Background: an optimization exercise with open tools, aiming at small area, a short achievable clock period and few clock cycles per item. Do not read the settings as production practice. In this exercise RTL edits were held to simulation tests only and were not proved equivalent to the original. No activity file was given, so power comes from the tool's default toggle rates.

the previous run:
Design center_window_color_classifier, start of the top module:
module center_window_color_classifier (
  input  logic             clk,
  input  logic             rst_n,
  input  logic             cfg_valid,
  output logic             cfg_ready,
  input  logic [1:0]       cfg_index,
  input  logic [cwcc_pkg::POS_W-1:0] cfg_data,
  input  logic             in_valid,
  output logic             in_ready,
  input  logic [7:0]       in_pixel_blue,
  input  logic [7:0]       in_pixel_green,
  input  logic [7:0]       in_pixel_red,
  input  logic             in_frame_start,
  output logic             out_valid,
  input  logic             out_ready,
  output logic [cwcc_pkg::SYM_W-1:0] out_symbol
);
export LEC_CHECK = 0
export CAP_MARGIN = 20
export CORE_MARGIN = 2
export CORE_UTILIZATION = 40
export SLEW_MARGIN = 20
create_clock -name core_clock -period 10.0 [get_ports {clk}]
standard.sh (not shown) runs the stock make flow with config.mk's settings and CLKGATE_MAP_FILE= SYNTH_SCRIPT=/design/flow/synth_recipe.tcl, a recipe that flattens the netlist after the stock synthesis.
==> flow/flow/run.sh <==
#!/bin/bash
# The standard layout (standard.sh), with these settings changed:
#  - the timing repair steps aim for setup slack beyond the clock period
#    (SETUP_SLACK_MARGIN), so the achieved period drops below the set one;
#  - the ports get plain buf_1 buffers (sized up by repair where needed);
#  - the clock tree is built from clkbuf_4 and clkbuf_8;
#  - a denser core (CORE_UTILIZATION, PLACE_DENSITY) for shorter wires.
# The clock period, SDC, synthesis, power grid and tap cells are the
# standard ones. make's full output goes to standard_flow.log; each step's
# own log is under orfs/logs/.
set -euo pipefail
bash standard.sh SETUP_SLACK_MARGIN=6.5 \
  'BUFFER_PORTS_ARGS=-buffer_cell sky130_fd_sc_hd__buf_1' \
  'CTS_BUF_LIST=sky130_fd_sc_hd__clkbuf_4 sky130_fd_sc_hd__clkbuf_8' \
  CORE_UTILIZATION=60 PLACE_DENSITY=0.75 \
  finish > standard_flow.log 2>&1
The previous run finished end to end and its layout was clean on timing, DRC and antenna.
Testbench counts of the previous run, summed over its fixed seeds: cycles 2,738,428, pixels 2,736,476.
Relative to the previous run, the following input files were edited for the current run:
==> flow/flow/run.sh <==
#!/bin/bash
set -euo pipefail
bash standard.sh SETUP_SLACK_MARGIN=7 'BUFFER_PORTS_ARGS=-buffer_cell sky130_fd_sc_hd__buf_1' 'CTS_BUF_LIST=sky130_fd_sc_hd__clkbuf_4 sky130_fd_sc_hd__clkbuf_8' CORE_UTILIZATION=60 PLACE_DENSITY=0.75 finish > standard_flow.log 2>&1
[summary]
- The current run against the previous run: cell-internal power picked up an extra 2.5%, peak ir drop on the vdd network higher.
- Diff the previous run -> the current run: net count reported at finish went up, sequential cell area in the final layout rose by about 1.4%, final area moved up, relative contribution of the clock network to total power fell 0.8 points.
- Going from the previous run to the current run, power higher, setup slack now larger.
- Comparing the previous run and the current run, the higher part of the power in combinational logic is on the current run.
- Maximum number of pins on one net before global-route repair, the current run vs the previous run: down by more than a quarter
- Time the final worst path needs with I/O delays and setup (higher): the previous run

* * *

The RTL this note starts from:
==> flow/design.v <==
package cwcc_pkg;
  localparam int WINDOW_SIZE = 120;
  localparam int POS_W       = 12;
  localparam int SYM_W       = 3;
  localparam int T_W         = 23;
  localparam int CHUNK       = 6;
  localparam int N_CHUNK     = (T_W + CHUNK - 1) / CHUNK;
  localparam int FLUSH       = N_CHUNK - 1;
  localparam int SUM_BITS    = T_W + 2;
endpackage
module cwcc_term (
  input  logic       clk,
  input  logic [7:0] pixel,
  input  logic       add,
  input  logic       keep,
  input  logic       shift,
  output logic [cwcc_pkg::T_W-1:0] t
);
  localparam int TW = cwcc_pkg::T_W;
  localparam int CH = cwcc_pkg::CHUNK;
  logic [8:0]    v;
  logic [TW-1:0] a, b, s;
  logic [TW:0]   c;
  logic [cwcc_pkg::N_CHUNK-1:0] carry_r;
  always_comb begin
    v = {pixel ^ 8'h7F, 1'b1};
    for (int i = 0; i < TW; i++) begin
      a[i] = t[i] & keep;
      b[i] = (add & v[(i < 8) ? i : 8]) | (shift & t[(i < TW - 1) ? i + 1 : TW - 1]);
    end
    c[0] = 1'b0;
    for (int i = 0; i < TW; i++) begin
      logic ci;
      if (i % CH == 0 && i != 0) ci = carry_r[i / CH - 1] & keep;
      else ci = c[i];
      s[i]   = a[i] ^ b[i] ^ ci;
      c[i+1] = (a[i] & b[i]) | (ci & (a[i] ^ b[i]));
    end
  end
  always_ff @(posedge clk) begin
    t <= s;
    for (int j = 0; j < cwcc_pkg::N_CHUNK - 1; j++) carry_r[j] <= c[(j + 1) * CH];
  end
endmodule
module cwcc_classify (
  input  logic [2:0] neg,        
  input  logic [2:0] nonzero,    
  input  logic       sum_neg,
  input  logic       sum_nonzero,
  input  logic       octal_mode,
  output logic [cwcc_pkg::SYM_W-1:0] symbol
);
  logic [2:0] pos;
  logic [7:0] ok;
  logic [cwcc_pkg::SYM_W-1:0] oct_sym;
  always_comb begin
    pos = nonzero & ~neg;
    ok[0] = (neg & ~3'b000) == '0 && (pos & 3'b000) == '0;
    ok[1] = (neg & ~3'b111) == '0 && (pos & 3'b111) == '0;
    ok[2] = (neg & ~3'b001) == '0 && (pos & 3'b001) == '0;
    ok[3] = (neg & ~3'b100) == '0 && (pos & 3'b100) == '0;
    ok[4] = (neg & ~3'b010) == '0 && (pos & 3'b010) == '0;
    ok[5] = (neg & ~3'b101) == '0 && (pos & 3'b101) == '0;
    ok[6] = (neg & ~3'b011) == '0 && (pos & 3'b011) == '0;
    ok[7] = (neg & ~3'b110) == '0 && (pos & 3'b110) == '0;
    oct_sym = 3'd7;
    for (int i = 6; i >= 0; i--) begin
      if (ok[i]) oct_sym = 3'(i);
    end
    if (octal_mode) symbol = oct_sym;
    else            symbol = {2'b00, !sum_neg && sum_nonzero};
  end
endmodule
module center_window_color_classifier (
  input  logic             clk,
  input  logic             rst_n,
  input  logic             cfg_valid,
  output logic             cfg_ready,
  input  logic [1:0]       cfg_index,
  input  logic [cwcc_pkg::POS_W-1:0] cfg_data,
  input  logic             in_valid,
  output logic             in_ready,
  input  logic [7:0]       in_pixel_blue,
  input  logic [7:0]       in_pixel_green,
  input  logic [7:0]       in_pixel_red,
  input  logic             in_frame_start,
  output logic             out_valid,
  input  logic             out_ready,
  output logic [cwcc_pkg::SYM_W-1:0] out_symbol
);
  localparam int PW        = cwcc_pkg::POS_W;
  localparam int FLUSH_END = cwcc_pkg::FLUSH;                      
  localparam int SHIFT_END = cwcc_pkg::FLUSH + cwcc_pkg::SUM_BITS;  
  localparam int CNT_W     = $clog2(SHIFT_END + 3);
  function automatic logic lt(input logic [PW:0] a, input logic [PW:0] b);
    logic br;
    br = 1'b0;
    for (int i = 0; i <= PW; i++) br = (~a[i] & b[i]) | (~a[i] & br) | (b[i] & br);
    lt = br;
  endfunction
  typedef struct packed {
    logic in_win;    
    logic at_end;    
  } axis_t;
  function automatic axis_t axis(input logic [PW-1:0] q, input logic [PW-1:0] ext_reg);
    logic [PW-1:0] e, half;
    logic [PW:0]   lo, hi;
    logic          lt_e;
    e    = {ext_reg[PW-1:1], ext_reg[0] | (ext_reg == '0)};
    half = {1'b0, ext_reg[PW-1:1]};
    lo   = {1'b0, half} - (PW+1)'(59);
    hi   = {1'b0, half} + (PW+1)'(61);
    lt_e = lt({1'b0, q}, {1'b0, e});
    axis = {(half <= PW'(60) || !lt({1'b0, q}, lo)) && lt({1'b0, q}, hi) && (lt_e || q == e),
            !lt_e};
  endfunction
  function automatic axis_t axis_0(input logic [PW-1:0] ext);
    axis_0 = {ext <= PW'(121), ext <= PW'(1)};
  endfunction
  logic [PW-1:0] frame_width_r, frame_height_r;
  logic          octal_mode_r, mode_f;
  logic [PW-1:0] column_r, row_r;    
  logic          in_ready_r;
  logic          out_valid_r;
  logic [cwcc_pkg::SYM_W-1:0] out_symbol_r, symbol;
  logic [7:0]    pix_blue_r, pix_green_r, pix_red_r;
  logic          add_r, keep_r, shift_r;
  logic          busy_r;
  logic [CNT_W-1:0] count_r;
  logic [1:0]    sum_carry_r;
  logic          sum_bit_r, sum_nz_r;
  logic [2:0]    term_nz_r;
  axis_t         fx, fy, x0, y0;
  logic [PW-1:0] column_inc, row_inc;
  logic          ix, le, iy, ye;
  logic          accept, in_win, frame_end, go, finishing;
  logic [cwcc_pkg::T_W-1:0] t_blue, t_green, t_red;
  logic [2:0]    lsb;
  logic [2:0]    sum_now;
  assign cfg_ready = 1'b1;
  always_comb begin
    fx = axis(column_r, frame_width_r);
    fy = axis(row_r, frame_height_r);
    x0 = axis_0(frame_width_r);
    y0 = axis_0(frame_height_r);
    column_inc = column_r + PW'(1);
    row_inc    = row_r + PW'(1);
    accept = in_valid && in_ready_r;
    if (in_frame_start) begin
      {ix, le} = x0;
      {iy, ye} = y0;
    end else begin
      {ix, le} = fx;
      {iy, ye} = fy;
    end
    in_win     = ix && iy;
    frame_end  = le && ye;
    go         = busy_r && count_r == CNT_W'(FLUSH_END) && (!out_valid_r || out_ready);
    finishing  = busy_r && count_r == CNT_W'(SHIFT_END + 1);
    lsb     = {t_blue[0], t_green[0], t_red[0]};
    sum_now = 3'(lsb[2]) + 3'(lsb[1]) + 3'(lsb[0]) + 3'(sum_carry_r);
  end
  cwcc_term u_term_blue  (.clk(clk), .pixel(pix_blue_r),  .add(add_r), .keep(keep_r),
                          .shift(shift_r), .t(t_blue));
  cwcc_term u_term_green (.clk(clk), .pixel(pix_green_r), .add(add_r), .keep(keep_r),
                          .shift(shift_r), .t(t_green));
  cwcc_term u_term_red   (.clk(clk), .pixel(pix_red_r),   .add(add_r), .keep(keep_r),
                          .shift(shift_r), .t(t_red));
  cwcc_classify u_classify (
    .neg         ({t_blue[cwcc_pkg::T_W-1], t_green[cwcc_pkg::T_W-1], t_red[cwcc_pkg::T_W-1]}),
    .nonzero     (term_nz_r),
    .sum_neg     (sum_bit_r),
    .sum_nonzero (sum_nz_r),
    .octal_mode  (mode_f),
    .symbol      (symbol)
  );
  always_ff @(posedge clk) begin
    if (!rst_n) begin
      frame_width_r  <= PW'(1280);
      frame_height_r <= PW'(720);
      octal_mode_r   <= 1'b0;
      column_r       <= PW'(1);
      row_r          <= PW'(1);
      in_ready_r     <= 1'b0;
      out_valid_r    <= 1'b0;
      add_r          <= 1'b0;
      keep_r         <= 1'b0;
      shift_r        <= 1'b0;
      busy_r         <= 1'b0;
    end else begin
      if (cfg_valid) begin
        case (cfg_index)
          2'd0: frame_width_r  <= cfg_data;
          2'd1: frame_height_r <= cfg_data;
          2'd2: octal_mode_r   <= cfg_data[0];
          default: ;
        endcase
      end
      add_r <= accept && in_win;
      keep_r  <= !(accept && in_frame_start) && !go &&
                 !(busy_r && count_r > CNT_W'(FLUSH_END) && count_r <= CNT_W'(SHIFT_END));
      shift_r <= go || (busy_r && count_r > CNT_W'(FLUSH_END) && count_r < CNT_W'(SHIFT_END));
      if (accept) begin
        if (le) column_r <= PW'(1);
        else column_r <= in_frame_start ? PW'(2) : column_inc;
        if (frame_end) row_r <= PW'(1);
        else if (le) row_r <= in_frame_start ? PW'(2) : row_inc;
        else if (in_frame_start) row_r <= PW'(1);
      end
      if (accept && frame_end) busy_r <= 1'b1;
      else if (finishing)      busy_r <= 1'b0;
      in_ready_r <= !(accept && frame_end) &&
                    (!busy_r || finishing);
      if (finishing) begin
        out_valid_r <= 1'b1;
      end else if (out_ready) begin
        out_valid_r <= 1'b0;
      end
    end
  end
  always_ff @(posedge clk) begin
    pix_blue_r  <= in_pixel_blue;
    pix_green_r <= in_pixel_green;
    pix_red_r   <= in_pixel_red;
    if (accept && frame_end) mode_f <= octal_mode_r;
    if (!busy_r) count_r <= '0;
    else if (count_r != CNT_W'(FLUSH_END) || go) count_r <= count_r + CNT_W'(1);
    if (!busy_r) begin
      sum_carry_r <= '0;
      sum_bit_r   <= 1'b0;
      sum_nz_r    <= 1'b0;
      term_nz_r   <= '0;
    end else if (shift_r) begin
      sum_carry_r <= sum_now[2:1];
      sum_bit_r   <= sum_now[0];
      sum_nz_r    <= sum_nz_r || sum_now[0];
      term_nz_r   <= term_nz_r | lsb;
    end
    if (finishing) out_symbol_r <= symbol;
  end
  assign in_ready   = in_ready_r;
  assign out_valid  = out_valid_r;
  assign out_symbol = out_symbol_r;
endmodule
export LEC_CHECK = 0
export CAP_MARGIN = 20
export CORE_MARGIN = 2
export CORE_UTILIZATION = 40
export SLEW_MARGIN = 20
create_clock -name core_clock -period 10.0 [get_ports {clk}]
==> flow/flow/run.sh <==
#!/bin/bash
set -euo pipefail
bash standard.sh SETUP_SLACK_MARGIN=7 'BUFFER_PORTS_ARGS=-buffer_cell sky130_fd_sc_hd__buf_1' 'CTS_BUF_LIST=sky130_fd_sc_hd__clkbuf_8' finish > standard_flow.log 2>&1
The baseline completed with no timing, DRC or antenna violations.
Testbench counts at the start, summed over its fixed seeds: cycles 2,738,428, pixels 2,736,476.
Change:
==> flow/flow/run.sh (replaced) <==
#!/bin/bash
# The standard layout (standard.sh), with these settings changed:
#  - the timing repair steps aim for setup slack beyond the clock period
#    (SETUP_SLACK_MARGIN), so the achieved period drops below the set one;
#  - the ports get plain buf_1 buffers (sized up by repair where needed);
#  - the clock tree is built from clkbuf_4 and clkbuf_8;
#  - a denser core (CORE_UTILIZATION, PLACE_DENSITY) for shorter wires.
# The clock period, SDC, synthesis, power grid and tap cells are the
# standard ones. make's full output goes to standard_flow.log; each step's
# own log is under orfs/logs/.
set -euo pipefail
bash standard.sh SETUP_SLACK_MARGIN=7 TNS_END_PERCENT=10 \
  'BUFFER_PORTS_ARGS=-buffer_cell sky130_fd_sc_hd__buf_1' \
  'CTS_BUF_LIST=sky130_fd_sc_hd__clkbuf_4 sky130_fd_sc_hd__clkbuf_8' \
  CORE_UTILIZATION=60 PLACE_DENSITY=0.75 \
  finish > standard_flow.log 2>&1
=>
- The changed run completed without violations
- via count stays flat
- register-to-register slack degrades by 120 ps
- routed wire length came out lower by about 2.2%
- combinational power hardly moves
- cell count came out lower by 7.3%
- synthesized cell count does not change
- non-clock buffer count came out lower by 6
- worst hold slack degrades by 5.1 ps
Change:
--- a/flow/flow/run.sh
+++ b/flow/flow/run.sh
@@ -4 +4,3 @@
-#    (SETUP_SLACK_MARGIN), so the achieved period drops below the set one;
+#    (SETUP_SLACK_MARGIN), so the achieved period drops below the set one,
+#    and repair only the worst few percent of endpoints (TNS_END_PERCENT),
+#    which leaves the rest at their smaller sizes;
@@ -12 +14 @@
-bash standard.sh SETUP_SLACK_MARGIN=7 TNS_END_PERCENT=10 \
+bash standard.sh SETUP_SLACK_MARGIN=7.3 TNS_END_PERCENT=5 \
@@ -15 +17 @@
-  CORE_UTILIZATION=60 PLACE_DENSITY=0.75 \
+  CORE_UTILIZATION=70 PLACE_DENSITY=0.85 \
Result:
- critical path depth falls by 2
- worst hold slack improves by 15 ps
- die area falls by 14%
- cell count falls by 2.0%
- sequential share of layout area falls by 0.30 points
- sequential power stays flat
- worst setup slack improves by 22 ps
- register-to-register slack improves by 20 ps
- wire length rises by 9.7%
Change:
==> flow/flow/run.sh (replaced) <==
#!/bin/bash
set -euo pipefail
bash standard.sh SETUP_SLACK_MARGIN=7 'BUFFER_PORTS_ARGS=-buffer_cell sky130_fd_sc_hd__buf_1' 'CTS_BUF_LIST=sky130_fd_sc_hd__clkbuf_4 sky130_fd_sc_hd__clkbuf_8' finish > standard_flow.log 2>&1
Global-route usage decreases by 17 points.
Die area increases by well over a third.
Fmax increases slightly.
Power increases slightly.
Hold slack is worse by 9.7 ps.
Clock-buffer cell count decreases by 4.
Synthesized cell count stays the same.
Sequential power is about the same.
Worst setup slack is better by 57 ps.
Wire length decreases by a few percent.
Sequential cell count stays the same.
Change:
==> flow/flow/run.sh (replaced) <==
#!/bin/bash
# The standard layout (standard.sh), with these settings changed:
#  - the timing repair steps aim for setup slack beyond the clock period
#    (SETUP_SLACK_MARGIN), so the achieved period drops below the set one;
#  - the ports get plain buf_1 buffers (sized up by repair where needed);
#  - the clock tree is built from clkbuf_4 and clkbuf_8;
#  - a denser core (CORE_UTILIZATION, PLACE_DENSITY) for shorter wires.
# The clock period, SDC, synthesis, power grid and tap cells are the
# standard ones. make's full output goes to standard_flow.log; each step's
# own log is under orfs/logs/.
set -euo pipefail
bash standard.sh SETUP_SLACK_MARGIN=7.6 \
  'BUFFER_PORTS_ARGS=-buffer_cell sky130_fd_sc_hd__buf_1' \
  'CTS_BUF_LIST=sky130_fd_sc_hd__clkbuf_4 sky130_fd_sc_hd__clkbuf_8' \
  CORE_UTILIZATION=60 PLACE_DENSITY=0.75 \
  finish > standard_flow.log 2>&1
Result:
- area after synthesis does not change
- worst hold slack improved by 21 ps
- synthesized cell count stays the same
- register-to-register slack got worse by 50 ps
- design area increases by roughly a tenth
- total power increases slightly

what the ideal ports hide:
The results above use ideal ports. As a check the final layouts listed here were re-extracted and re-timed, cells and wires unchanged. Step 1: set_driving_cell puts a clkbuf_16 on clk and a buf_2 on each other input, an assumption about the parent block. Step 2 adds t to the input delays and takes it off the output delays; t is the mean of the earliest and latest rising clock arrival at the registers after step 1. Input paths then give back, and output paths get back, about the clock's delay inside the block. Slacks: no drivers / after step 1 / after step 2; pairs: no drivers / after step 1.
| run | shift t [ns] | setup slack, ns | hold slack, ns | worst setup path at the end | pins driven straight from the clock port |
|---|---|---|---|---|---|
| the previous run | 0.504 | 6.638 / 6.638 / 6.237 | 0.466 / 0.466 / 0.466 | input to register | 1 |
| the current run | 0.504 | 6.964 / 6.964 / 6.526 | 0.469 / 0.469 / 0.469 | input to register | 1 |
| the first run of note 2 | 0.521 | 6.968 / 6.923 / 6.521 | 0.473 / 0.473 / 0.473 | input to register | 1 |
| the second run of note 2 | 0.498 | 6.888 / 6.888 / 6.461 | 0.468 / 0.468 / 0.468 | input to register | 1 |
| the third run of note 2 | 0.508 | 6.911 / 6.911 / 6.450 | 0.483 / 0.483 / 0.483 | input to register | 1 |
| the fourth run of note 2 | 0.521 | 6.968 / 6.923 / 6.521 | 0.473 / 0.473 / 0.473 | input to register | 1 |
| the fifth run of note 2 | 0.511 | 6.897 / 6.876 / 6.365 | 0.494 / 0.494 / 0.494 | input to register | 1 |
After both steps setup and hold are still met in every run listed. For the fifth run of note 2, which loses most, drivers alone change the setup slack by -0.021 ns; drivers and shift together by -0.532 ns.
